From an optimization exercise on the open Yosys and OpenROAD flow, aimed at small area, a short achievable clock period and few clock cycles per item; shortcuts taken in it are not production practice.
At most, simulation tests tie the RTL to the original design; equivalence was not proved.
Power figures rest on the tool's default switching activity, not on a simulated workload.

==> inputs of job 9871 <==
// rsfv_top
module rsfv_top (
   input  logic        clock,
   input  logic        reset,
   input  logic        csr_we,
   input  logic [1:0]  csr_index,
   input  logic [7:0]  csr_wdata,
   input  logic        req_valid,
   output logic        req_stall,
   input  logic [1:0]  req_func,
   input  logic [63:0] req_fresh_a,
   input  logic [63:0] req_fresh_b,
   input  logic [63:0] req_fresh_c,
   input  logic        req_use_sequence,
   input  logic [63:0] req_accepted_seq,
   input  logic [63:0] req_value_a,
   input  logic [63:0] req_value_b,
   input  logic [63:0] req_value_c,
   input  logic        req_is_signed,
   output logic        rsp_valid,
   input  logic        rsp_stall,
   output logic [2:0]  rsp_connected_mask,
   output logic        rsp_any_connected,
   output logic [63:0] rsp_result_value,
   output logic        rsp_value_written,
   output logic        rsp_b_c_agree
);
clock: 6.0 ns
lec_check: 0
cap_margin: 20
core_margin: 2
core_utilization: 60
cts_buf_list: sky130_fd_sc_hd__clkbuf_4 sky130_fd_sc_hd__clkbuf_8
setup_slack_margin: 3.5
slew_margin: 20
synth_hierarchical: 1
synth_minimum_keep_size: 0
tns_end_percent: 5
standard.sh (not shown) runs the stock make flow with config.mk's settings and CLKGATE_MAP_FILE= SYNTH_SCRIPT=/design/flow/synth_recipe.tcl, a recipe that flattens the netlist after the stock synthesis.
==> flow/flow/run.sh <==
#!/bin/bash
export BUFFER_PORTS_ARGS="-buffer_cell sky130_fd_sc_hd__buf_1"
bash standard.sh cts > standard_cts.log 2>&1 || exit 1
bash standard.sh SETUP_SLACK_MARGIN=0 > standard.log 2>&1
==> job 5729 (differences from job 9871) <==
--- a/flow/design.v
+++ b/flow/design.v
@@ -177,13 +177,13 @@
    rsfv_o21a  u_n6 (.a1(p5[1]), .a2(g5[0]), .b1(g5[1]), .y(nlt));
 endmodule
 module rsfv_ne64 (
    input  logic [63:0] a,
    input  logic [63:0] b,
    output logic        ne,
-   output logic [1:0]  eqh
+   output logic        eq
 );
    logic [63:0] e0;
    logic [15:0] n1;
    logic [7:0]  e2;
    logic [3:0]  n3;
    logic [1:0]  e4;
@@ -200,13 +200,13 @@
       rsfv_nand2 u_n (.a(e2[2*i]), .b(e2[2*i+1]), .y(n3[i]));
    end
    for (genvar i = 0; i < 2; i++) begin : g4
       rsfv_nor2 u_n (.a(n3[2*i]), .b(n3[2*i+1]), .y(e4[i]));
    end
    rsfv_nand2 u_top (.a(e4[0]), .b(e4[1]), .y(ne));
-   assign eqh = e4;
+   rsfv_and2  u_eq  (.a(e4[0]), .b(e4[1]), .y(eq));
 endmodule
 module rsfv_z63 (
    input  logic [62:0] a,
    output logic        z
 );
    logic [31:0] z1;
@@ -279,39 +279,36 @@
    assign accept  = req_valid & load;
    assign is_tick = req_func == 2'd0;
    assign is_cmp  = req_func == 2'd1;
    assign is_comb = req_func == 2'd2;
    logic [63:0] fresh [0:2];
    logic [2:0]  ne_seq;
-   logic [1:0]  eq_seq [0:2];
+   logic [2:0]  eq_seq;
    logic [2:0]  ne_last;
-   logic [1:0]  eq_last_unused [0:2];
+   logic [2:0]  eq_last_unused;
    logic [2:0]  zero;
    logic [2:0]  in_range;
    logic [2:0]  valid_f;
    logic [2:0]  t_seq;
    logic [2:0]  t_last;
    logic [2:0]  t_new;
    logic [2:0]  e_take;
    logic [2:0]  n_seq;
    logic [2:0]  n_upd_seq;
    logic [2:0]  n_upd_last;
    logic [2:0]  updated;
    logic [2:0]  n_updated;
-   logic [2:0]  n_upd_age;
-   logic [3:0]  take [0:2];
+   logic [2:0]  take;
    logic [2:0]  age_inc;
    logic [2:0]  live_upd;
    logic [2:0]  live_keep;
    logic [2:0]  r_upd;
    logic [2:0]  r_keep;
    logic [2:0]  n_r1;
    logic [2:0]  n_r0;
    logic [2:0]  rsp_mask;
-   logic [2:0]  n_rsp_mask;
-   logic        rsp_any;
    logic [2:0]  s_upd;
    logic [2:0]  s_keep;
    logic [2:0]  n_s1;
    logic [2:0]  n_s0;
    logic [7:0]  age_k   [0:2];
    logic [7:0]  age_p   [0:2];
@@ -323,17 +320,17 @@
    logic [2:0]  mask_pu;
    logic [2:0]  mask_pk;
    logic [2:0]  mask_d;
    logic        e_tick;
    logic        bc_in;
    logic        ne_bc;
-   logic [1:0]  eq_bc_unused;
+   logic        eq_bc_unused;
    assign fresh[0] = req_fresh_a;
    assign fresh[1] = req_fresh_b;
    assign fresh[2] = req_fresh_c;
-   rsfv_ne64 u_bc (.a(req_value_b), .b(req_value_c), .ne(ne_bc), .eqh(eq_bc_unused));
+   rsfv_ne64 u_bc (.a(req_value_b), .b(req_value_c), .ne(ne_bc), .eq(eq_bc_unused));
    always_comb begin
       for (int i = 0; i < 3; i++) begin
          in_range[i] = 2'(i) < src_cnt_ff;
          valid_f[i]  = in_range[i] & ~zero[i];
          t_seq[i]    = valid_f[i] & req_use_sequence;
          t_last[i]   = valid_f[i] & ~req_use_sequence;
@@ -356,30 +353,26 @@
          mask_pk[i] = ~reset & (e_tick ? live_keep[i] : mask_ff[i]);
       end
       bc_in = is_tick ? 1'b1 :
               is_cmp  ? bc_ff & ~ne_bc : bc_ff;
    end
    for (genvar i = 0; i < 3; i++) begin : g_src
-      rsfv_ne64 u_seq  (.a(fresh[i]), .b(req_accepted_seq), .ne(ne_seq[i]), .eqh(eq_seq[i]));
-      rsfv_ne64 u_last (.a(fresh[i]), .b(last_ff[i]), .ne(ne_last[i]), .eqh(eq_last_unused[i]));
+      rsfv_ne64 u_seq  (.a(fresh[i]), .b(req_accepted_seq), .ne(ne_seq[i]), .eq(eq_seq[i]));
+      rsfv_ne64 u_last (.a(fresh[i]), .b(last_ff[i]), .ne(ne_last[i]), .eq(eq_last_unused[i]));
       rsfv_z63  u_zero (.a(fresh[i][62:0]), .z(zero[i]));
-      rsfv_nand3 u_us (.a(t_seq[i]), .b(eq_seq[i][0]), .c(eq_seq[i][1]), .y(n_upd_seq[i]));
+      rsfv_nand2 u_us (.a(t_seq[i]), .b(eq_seq[i]), .y(n_upd_seq[i]));
       rsfv_nand2 u_ul (.a(t_last[i]), .b(ne_last[i]), .y(n_upd_last[i]));
       rsfv_nand3 u_up (.a(n_upd_seq[i]), .b(n_upd_last[i]), .c(~t_new[i]), .y(updated[i]));
       rsfv_and3  u_nu (.a(n_upd_seq[i]), .b(n_upd_last[i]), .c(~t_new[i]), .y(n_updated[i]));
-      rsfv_and3  u_na (.a(n_upd_seq[i]), .b(n_upd_last[i]), .c(~t_new[i]), .y(n_upd_age[i]));
       rsfv_nand2 u_ns (.a(req_use_sequence), .b(ne_seq[i]), .y(n_seq[i]));
-      for (genvar q = 0; q < 4; q++) begin : g_tk
-         rsfv_and2 u_tk (.a(e_take[i]), .b(n_seq[i]), .y(take[i][q]));
-      end
+      rsfv_and2  u_tk (.a(e_take[i]), .b(n_seq[i]), .y(take[i]));
       rsfv_nand2 u_r1 (.a(updated[i]), .b(r_upd[i]), .y(n_r1[i]));
       rsfv_nand2 u_r0 (.a(n_updated[i]), .b(r_keep[i]), .y(n_r0[i]));
       rsfv_nand2 u_r  (.a(n_r1[i]), .b(n_r0[i]), .y(rsp_mask[i]));
-      rsfv_and2  u_nr (.a(n_r1[i]), .b(n_r0[i]), .y(n_rsp_mask[i]));
       for (genvar b = 0; b < 8; b++) begin : g_age
-         rsfv_a21o u_d (.a1(n_upd_age[i]), .a2(age_p[i][b]), .b1(age_q[i][b]), .y(age_d[i][b]));
+         rsfv_a21o u_d (.a1(n_updated[i]), .a2(age_p[i][b]), .b1(age_q[i][b]), .y(age_d[i][b]));
       end
       rsfv_a21o  u_seen (.a1(updated[i]), .a2(seen_p), .b1(seen_q[i]), .y(seen_d[i]));
       rsfv_nand2 u_s1 (.a(updated[i]), .b(mask_pu[i]), .y(n_s1[i]));
       rsfv_nand2 u_s0 (.a(n_updated[i]), .b(mask_pk[i]), .y(n_s0[i]));
       rsfv_nand2 u_s  (.a(n_s1[i]), .b(n_s0[i]), .y(mask_d[i]));
    end
@@ -408,106 +401,91 @@
       seen_ff <= seen_d;
       for (int i = 0; i < 3; i++)
          age_ff[i] <= age_d[i];
    end
    always_ff @(posedge clock) begin
       for (int i = 0; i < 3; i++)
-         for (int q = 0; q < 4; q++)
-            if (take[i][q])
-               last_ff[i][16*q +: 16] <= fresh[i][16*q +: 16];
+         if (take[i])
+            last_ff[i] <= fresh[i];
    end
    logic l_ab;
    logic l_bc;
    logic l_ac;
    logic nl_ab;
    logic nl_bc;
    logic nl_ac;
    rsfv_less64 u_ab  (.a(req_value_a), .b(req_value_b), .sgn(req_is_signed), .lt(l_ab), .nlt(nl_ab));
    rsfv_less64 u_bcl (.a(req_value_b), .b(req_value_c), .sgn(req_is_signed), .lt(l_bc), .nlt(nl_bc));
    rsfv_less64 u_ac  (.a(req_value_a), .b(req_value_c), .sgn(req_is_signed), .lt(l_ac), .nlt(nl_ac));
    logic wr_in;
-   logic wr_ld;
-   logic hold;
    logic k_a;
    logic k_b;
    logic k_c;
    logic m_ab;
    logic m_ac;
    logic m_bc;
    logic m3;
    always_comb begin
       wr_in = is_comb && mask_ff != 3'b000;
-      wr_ld = wr_in && load;
-      hold  = ~load;
-      k_a   = wr_ld && (mask_ff == 3'b001 ||
+      k_a   = wr_in && (mask_ff == 3'b001 ||
                         (ds_ff && (mask_ff == 3'b011 || mask_ff == 3'b101)) ||
                         (ds_ff && mask_ff == 3'b111 && !bc_ff));
-      k_b   = wr_ld && (mask_ff == 3'b010 || (ds_ff && mask_ff == 3'b110) ||
+      k_b   = wr_in && (mask_ff == 3'b010 || (ds_ff && mask_ff == 3'b110) ||
                         (ds_ff && mask_ff == 3'b111 && bc_ff));
-      k_c   = wr_ld && mask_ff == 3'b100;
-      m_ab  = wr_ld && !ds_ff && mask_ff == 3'b011;
-      m_ac  = wr_ld && !ds_ff && mask_ff == 3'b101;
-      m_bc  = wr_ld && !ds_ff && mask_ff == 3'b110;
-      m3    = wr_ld && !ds_ff && mask_ff == 3'b111;
+      k_c   = wr_in && mask_ff == 3'b100;
+      m_ab  = wr_in && !ds_ff && mask_ff == 3'b011;
+      m_ac  = wr_in && !ds_ff && mask_ff == 3'b101;
+      m_bc  = wr_in && !ds_ff && mask_ff == 3'b110;
+      m3    = wr_in && !ds_ff && mask_ff == 3'b111;
    end
    logic [3:0] ta;
    logic [3:0] tb;
    logic [3:0] tc;
-   logic [3:0] sel_a;
-   logic [3:0] sel_b;
-   logic [3:0] sel_c;
+   logic       sel_a;
+   logic       sel_b;
+   logic       sel_c;
    rsfv_a21oi u_ta0 (.a1(m_ab), .a2(nl_ab), .b1(k_a), .y(ta[0]));
    rsfv_nand2 u_ta1 (.a(m_ac), .b(nl_ac), .y(ta[1]));
    rsfv_nand4 u_ta2 (.a(m3), .b(nl_ab), .c(l_bc), .d(l_ac), .y(ta[2]));
    rsfv_nand4 u_ta3 (.a(m3), .b(l_ab), .c(nl_bc), .d(nl_ac), .y(ta[3]));
-   for (genvar q = 0; q < 4; q++) begin : g_sa
-      rsfv_nand4 u_s (.a(ta[0]), .b(ta[1]), .c(ta[2]), .d(ta[3]), .y(sel_a[q]));
-   end
+   rsfv_nand4 u_sa  (.a(ta[0]), .b(ta[1]), .c(ta[2]), .d(ta[3]), .y(sel_a));
    rsfv_a21oi u_tb0 (.a1(m_ab), .a2(l_ab), .b1(k_b), .y(tb[0]));
    rsfv_nand2 u_tb1 (.a(m_bc), .b(nl_bc), .y(tb[1]));
    rsfv_nand3 u_tb2 (.a(m3), .b(l_ab), .c(l_bc), .y(tb[2]));
    rsfv_nand3 u_tb3 (.a(m3), .b(nl_ab), .c(nl_bc), .y(tb[3]));
-   for (genvar q = 0; q < 4; q++) begin : g_sb
-      rsfv_nand4 u_s (.a(tb[0]), .b(tb[1]), .c(tb[2]), .d(tb[3]), .y(sel_b[q]));
-   end
+   rsfv_nand4 u_sb  (.a(tb[0]), .b(tb[1]), .c(tb[2]), .d(tb[3]), .y(sel_b));
    rsfv_a21oi u_tc0 (.a1(m_ac), .a2(l_ac), .b1(k_c), .y(tc[0]));
    rsfv_nand2 u_tc1 (.a(m_bc), .b(l_bc), .y(tc[1]));
    rsfv_nand4 u_tc2 (.a(m3), .b(nl_ab), .c(l_bc), .d(nl_ac), .y(tc[2]));
    rsfv_nand4 u_tc3 (.a(m3), .b(l_ab), .c(nl_bc), .d(l_ac), .y(tc[3]));
-   for (genvar q = 0; q < 4; q++) begin : g_sc
-      rsfv_nand4 u_s (.a(tc[0]), .b(tc[1]), .c(tc[2]), .d(tc[3]), .y(sel_c[q]));
-   end
+   rsfv_nand4 u_sc  (.a(tc[0]), .b(tc[1]), .c(tc[2]), .d(tc[3]), .y(sel_c));
    logic [63:0] na;
    logic [63:0] nb;
    logic [63:0] nc;
-   logic [63:0] nq;
-   logic [63:0] val_d;
+   logic [63:0] val_in;
    for (genvar i = 0; i < 64; i++) begin : g_val
-      rsfv_nand2 u_a (.a(sel_a[i/16]), .b(req_value_a[i]), .y(na[i]));
-      rsfv_nand2 u_b (.a(sel_b[i/16]), .b(req_value_b[i]), .y(nb[i]));
-      rsfv_nand2 u_c (.a(sel_c[i/16]), .b(req_value_c[i]), .y(nc[i]));
-      rsfv_nand2 u_q (.a(hold), .b(o_val_ff[i]), .y(nq[i]));
-      rsfv_nand4 u_o (.a(na[i]), .b(nb[i]), .c(nc[i]), .d(nq[i]), .y(val_d[i]));
+      rsfv_nand2 u_a (.a(sel_a), .b(req_value_a[i]), .y(na[i]));
+      rsfv_nand2 u_b (.a(sel_b), .b(req_value_b[i]), .y(nb[i]));
+      rsfv_nand2 u_c (.a(sel_c), .b(req_value_c[i]), .y(nc[i]));
+      rsfv_nand3 u_o (.a(na[i]), .b(nb[i]), .c(nc[i]), .y(val_in[i]));
    end
-   rsfv_nand3 u_any (.a(n_rsp_mask[0]), .b(n_rsp_mask[1]), .c(n_rsp_mask[2]), .y(rsp_any));
    always_ff @(posedge clock) begin
       if (reset)
          ov_ff <= 1'b0;
       else if (load)
          ov_ff <= req_valid;
    end
    always_ff @(posedge clock) begin
       if (load) begin
          o_mask_ff <= rsp_mask;
-         o_any_ff  <= rsp_any;
+         o_any_ff  <= |rsp_mask;
          o_bc_ff   <= bc_in;
          o_wr_ff   <= wr_in;
+         o_val_ff  <= val_in;
       end
    end
-   always_ff @(posedge clock)
-      o_val_ff <= val_d;
    assign rsp_valid          = ov_ff;
    assign rsp_connected_mask = o_mask_ff;
    assign rsp_any_connected  = o_any_ff;
    assign rsp_b_c_agree      = o_bc_ff;
    assign rsp_value_written  = o_wr_ff;
    assign rsp_result_value   = o_val_ff;
==> flow/flow/run.sh (replaced) <==
#!/bin/bash
export BUFFER_PORTS_ARGS="-buffer_cell sky130_fd_sc_hd__buf_1"
bash standard.sh cts > standard_cts.log 2>&1 || exit 1
bash standard.sh SETUP_SLACK_MARGIN=3.0 > standard.log 2>&1
CORE_UTILIZATION = 40   (was 60)
==> job 6059 (differences from job 9871) <==
--- a/flow/design.v
+++ b/flow/design.v
@@ -422,72 +422,80 @@
    logic nl_bc;
    logic nl_ac;
    rsfv_less64 u_ab  (.a(req_value_a), .b(req_value_b), .sgn(req_is_signed), .lt(l_ab), .nlt(nl_ab));
    rsfv_less64 u_bcl (.a(req_value_b), .b(req_value_c), .sgn(req_is_signed), .lt(l_bc), .nlt(nl_bc));
    rsfv_less64 u_ac  (.a(req_value_a), .b(req_value_c), .sgn(req_is_signed), .lt(l_ac), .nlt(nl_ac));
    logic wr_in;
-   logic wr_ld;
    logic hold;
    logic k_a;
    logic k_b;
    logic k_c;
    logic m_ab;
    logic m_ac;
    logic m_bc;
    logic m3;
+   logic load_c;
+   logic k_a_w, k_b_w, k_c_w, m_ab_w, m_ac_w, m_bc_w, m3_w;
    always_comb begin
-      wr_in = is_comb && mask_ff != 3'b000;
-      wr_ld = wr_in && load;
-      hold  = ~load;
-      k_a   = wr_ld && (mask_ff == 3'b001 ||
-                        (ds_ff && (mask_ff == 3'b011 || mask_ff == 3'b101)) ||
-                        (ds_ff && mask_ff == 3'b111 && !bc_ff));
-      k_b   = wr_ld && (mask_ff == 3'b010 || (ds_ff && mask_ff == 3'b110) ||
-                        (ds_ff && mask_ff == 3'b111 && bc_ff));
-      k_c   = wr_ld && mask_ff == 3'b100;
-      m_ab  = wr_ld && !ds_ff && mask_ff == 3'b011;
-      m_ac  = wr_ld && !ds_ff && mask_ff == 3'b101;
-      m_bc  = wr_ld && !ds_ff && mask_ff == 3'b110;
-      m3    = wr_ld && !ds_ff && mask_ff == 3'b111;
+      wr_in  = is_comb && mask_ff != 3'b000;
+      k_a_w  = wr_in && (mask_ff == 3'b001 ||
+                         (ds_ff && (mask_ff == 3'b011 || mask_ff == 3'b101)) ||
+                         (ds_ff && mask_ff == 3'b111 && !bc_ff));
+      k_b_w  = wr_in && (mask_ff == 3'b010 || (ds_ff && mask_ff == 3'b110) ||
+                         (ds_ff && mask_ff == 3'b111 && bc_ff));
+      k_c_w  = wr_in && mask_ff == 3'b100;
+      m_ab_w = wr_in && !ds_ff && mask_ff == 3'b011;
+      m_ac_w = wr_in && !ds_ff && mask_ff == 3'b101;
+      m_bc_w = wr_in && !ds_ff && mask_ff == 3'b110;
+      m3_w   = wr_in && !ds_ff && mask_ff == 3'b111;
    end
+   rsfv_nand2 u_load_c (.a(ov_ff), .b(rsp_stall), .y(load_c));
+   rsfv_and2  u_hold   (.a(ov_ff), .b(rsp_stall), .y(hold));
+   rsfv_and2  u_ka  (.a(load_c), .b(k_a_w),  .y(k_a));
+   rsfv_and2  u_kb  (.a(load_c), .b(k_b_w),  .y(k_b));
+   rsfv_and2  u_kc  (.a(load_c), .b(k_c_w),  .y(k_c));
+   rsfv_and2  u_mab (.a(load_c), .b(m_ab_w), .y(m_ab));
+   rsfv_and2  u_mac (.a(load_c), .b(m_ac_w), .y(m_ac));
+   rsfv_and2  u_mbc (.a(load_c), .b(m_bc_w), .y(m_bc));
+   rsfv_and2  u_m3  (.a(load_c), .b(m3_w),   .y(m3));
    logic [3:0] ta;
    logic [3:0] tb;
    logic [3:0] tc;
-   logic [3:0] sel_a;
-   logic [3:0] sel_b;
-   logic [3:0] sel_c;
+   logic [7:0] sel_a;
+   logic [7:0] sel_b;
+   logic [7:0] sel_c;
    rsfv_a21oi u_ta0 (.a1(m_ab), .a2(nl_ab), .b1(k_a), .y(ta[0]));
    rsfv_nand2 u_ta1 (.a(m_ac), .b(nl_ac), .y(ta[1]));
    rsfv_nand4 u_ta2 (.a(m3), .b(nl_ab), .c(l_bc), .d(l_ac), .y(ta[2]));
    rsfv_nand4 u_ta3 (.a(m3), .b(l_ab), .c(nl_bc), .d(nl_ac), .y(ta[3]));
-   for (genvar q = 0; q < 4; q++) begin : g_sa
+   for (genvar q = 0; q < 8; q++) begin : g_sa
       rsfv_nand4 u_s (.a(ta[0]), .b(ta[1]), .c(ta[2]), .d(ta[3]), .y(sel_a[q]));
    end
    rsfv_a21oi u_tb0 (.a1(m_ab), .a2(l_ab), .b1(k_b), .y(tb[0]));
    rsfv_nand2 u_tb1 (.a(m_bc), .b(nl_bc), .y(tb[1]));
    rsfv_nand3 u_tb2 (.a(m3), .b(l_ab), .c(l_bc), .y(tb[2]));
    rsfv_nand3 u_tb3 (.a(m3), .b(nl_ab), .c(nl_bc), .y(tb[3]));
-   for (genvar q = 0; q < 4; q++) begin : g_sb
+   for (genvar q = 0; q < 8; q++) begin : g_sb
       rsfv_nand4 u_s (.a(tb[0]), .b(tb[1]), .c(tb[2]), .d(tb[3]), .y(sel_b[q]));
    end
    rsfv_a21oi u_tc0 (.a1(m_ac), .a2(l_ac), .b1(k_c), .y(tc[0]));
    rsfv_nand2 u_tc1 (.a(m_bc), .b(l_bc), .y(tc[1]));
    rsfv_nand4 u_tc2 (.a(m3), .b(nl_ab), .c(l_bc), .d(nl_ac), .y(tc[2]));
    rsfv_nand4 u_tc3 (.a(m3), .b(l_ab), .c(nl_bc), .d(l_ac), .y(tc[3]));
-   for (genvar q = 0; q < 4; q++) begin : g_sc
+   for (genvar q = 0; q < 8; q++) begin : g_sc
       rsfv_nand4 u_s (.a(tc[0]), .b(tc[1]), .c(tc[2]), .d(tc[3]), .y(sel_c[q]));
    end
    logic [63:0] na;
    logic [63:0] nb;
    logic [63:0] nc;
    logic [63:0] nq;
    logic [63:0] val_d;
    for (genvar i = 0; i < 64; i++) begin : g_val
-      rsfv_nand2 u_a (.a(sel_a[i/16]), .b(req_value_a[i]), .y(na[i]));
-      rsfv_nand2 u_b (.a(sel_b[i/16]), .b(req_value_b[i]), .y(nb[i]));
-      rsfv_nand2 u_c (.a(sel_c[i/16]), .b(req_value_c[i]), .y(nc[i]));
+      rsfv_nand2 u_a (.a(sel_a[i/8]), .b(req_value_a[i]), .y(na[i]));
+      rsfv_nand2 u_b (.a(sel_b[i/8]), .b(req_value_b[i]), .y(nb[i]));
+      rsfv_nand2 u_c (.a(sel_c[i/8]), .b(req_value_c[i]), .y(nc[i]));
       rsfv_nand2 u_q (.a(hold), .b(o_val_ff[i]), .y(nq[i]));
       rsfv_nand4 u_o (.a(na[i]), .b(nb[i]), .c(nc[i]), .d(nq[i]), .y(val_d[i]));
    end
    rsfv_nand3 u_any (.a(n_rsp_mask[0]), .b(n_rsp_mask[1]), .c(n_rsp_mask[2]), .y(rsp_any));
    always_ff @(posedge clock) begin
       if (reset)
==> notes <==
The highest core utilization belongs to job 6059, the lowest to job 5729. Worst setup slack: job 6059 > job 9871 > job 5729. Sequential cell count is the same in job 9871 and job 5729. Between job 6059 and job 5729, the lower first-iteration DRC count is in job 5729 (gap 13%, measured against job 5729). Critical path depth is the same in job 5729 and job 6059. Between job 9871 and job 6059, the lower global-route usage is in job 9871 (gap 1.2 points). In clock power, job 9871 and job 5729 hardly differ. Final cell count: job 9871 < job 6059 < job 5729. Against job 9871, the combinational power of job 5729 is larger by about 6%. Against job 9871, the sequential power of job 5729 is higher by about 5%.
==> figures <==
Setup crit start: job 6059 req_value_b[26]; job 9871 rsp_stall; job 5729 req_is_signed
Smallest hold slack: job 6059 474 ps; job 9871 473 ps; job 5729 502 ps
Quantity of gates resized following cts: job 6059 117; job 9871 136; job 5729 145
Run status: job 6059 timing/DRC/antenna clean; job 9871 timing/DRC/antenna clean; job 5729 timing/DRC/antenna clean
Global-route usage over all layers: job 6059 0.366; job 9871 0.355; job 5729 0.253
Average detailed-routed wire length per instance: job 6059 19.7 um; job 9871 19.1 um; job 5729 19.7 um
Met2 routed wirelength: job 6059 33800 um; job 9871 33900 um; job 5729 36500 um
Area of the die: job 6059 0.0391 mm2; job 9871 0.0389 mm2; job 5729 0.0584 mm2
Start point of the worst min-delay path: job 6059 o_val_ff[16]; job 9871 o_val_ff[47]; job 5729 stale_ff[6]
Worst Skew: job 6059 30.4 ps; job 9871 46.3 ps; job 5729 34.0 ps
Leakage power figure: job 6059 10.0 nW; job 9871 9.93 nW; job 5729 10.1 nW
Dpl cell area: job 6059 0.0252 mm2; job 9871 0.0250 mm2; job 5729 0.0256 mm2
Sequential cell area: job 6059 0.00809 mm2; job 9871 0.00809 mm2; job 5729 0.00873 mm2
Largest net degree at the start of global routing: job 6059 54; job 9871 56; job 5729 65
Worst R2R Setup Slack: job 6059 3220 ps; job 9871 3180 ps; job 5729 3150 ps
Total clock buffers created by CTS: job 6059 54; job 9871 54; job 5729 57
Proportion of power drawn by the clock network: job 6059 0.378; job 9871 0.380; job 5729 0.371
Share of cell area taken by multi-input logic gates: job 6059 0.513; job 9871 0.512; job 5729 0.486
Reg-to-reg critical path endpoint: job 6059 o_any_ff; job 9871 o_val_ff[26]; job 5729 o_any_ff
Total net switching power: job 6059 1.60 mW; job 9871 1.58 mW; job 5729 1.71 mW
Critical path capture point: job 6059 o_val_ff[38]; job 9871 o_val_ff[26]; job 5729 o_val_ff[6]
Layout clock buffers: job 6059 89; job 9871 77; job 5729 70
Testbench counts of job 5729, summed over its fixed seeds: cycles 8,208, items 8,192.
Testbench counts of job 6059, summed over its fixed seeds: cycles 8,208, items 8,192.
Only the layout flow was run in job 9871; the RTL was not checked for function there.

[separate check: timing with driven ports]
The results above use ideal ports. As a check the final layouts listed here were re-extracted and re-timed, cells and wires unchanged. Step 1 sets driving cells, clkbuf_16 on the clock port and buf_2 on the other inputs (assumed; they add their load-dependent delay and slew). Step 2 times the ports against the registers' clock, not the clock port: input delays grow and output delays shrink by t, the midpoint of the rising clock arrivals with the driver on. a / b / c = no drivers / after step 1 / after step 2; a / b = the first two.
run | t (ns) | setup WS [ns] | worst data-port slew with drivers (ns)
job 9871 | 0.701 | 3.078 / 3.054 / 2.353 | 0.13
job 5729 | 0.717 | 3.022 / 3.021 / 2.304 | 0.13
job 6059 | 0.695 | 3.111 / 3.077 / 2.382 | 0.13
After both steps every run listed still meets setup and hold. The setup slack of job 6059, which loses most, moves by -0.034 ns with the drivers and by -0.729 ns with both steps.
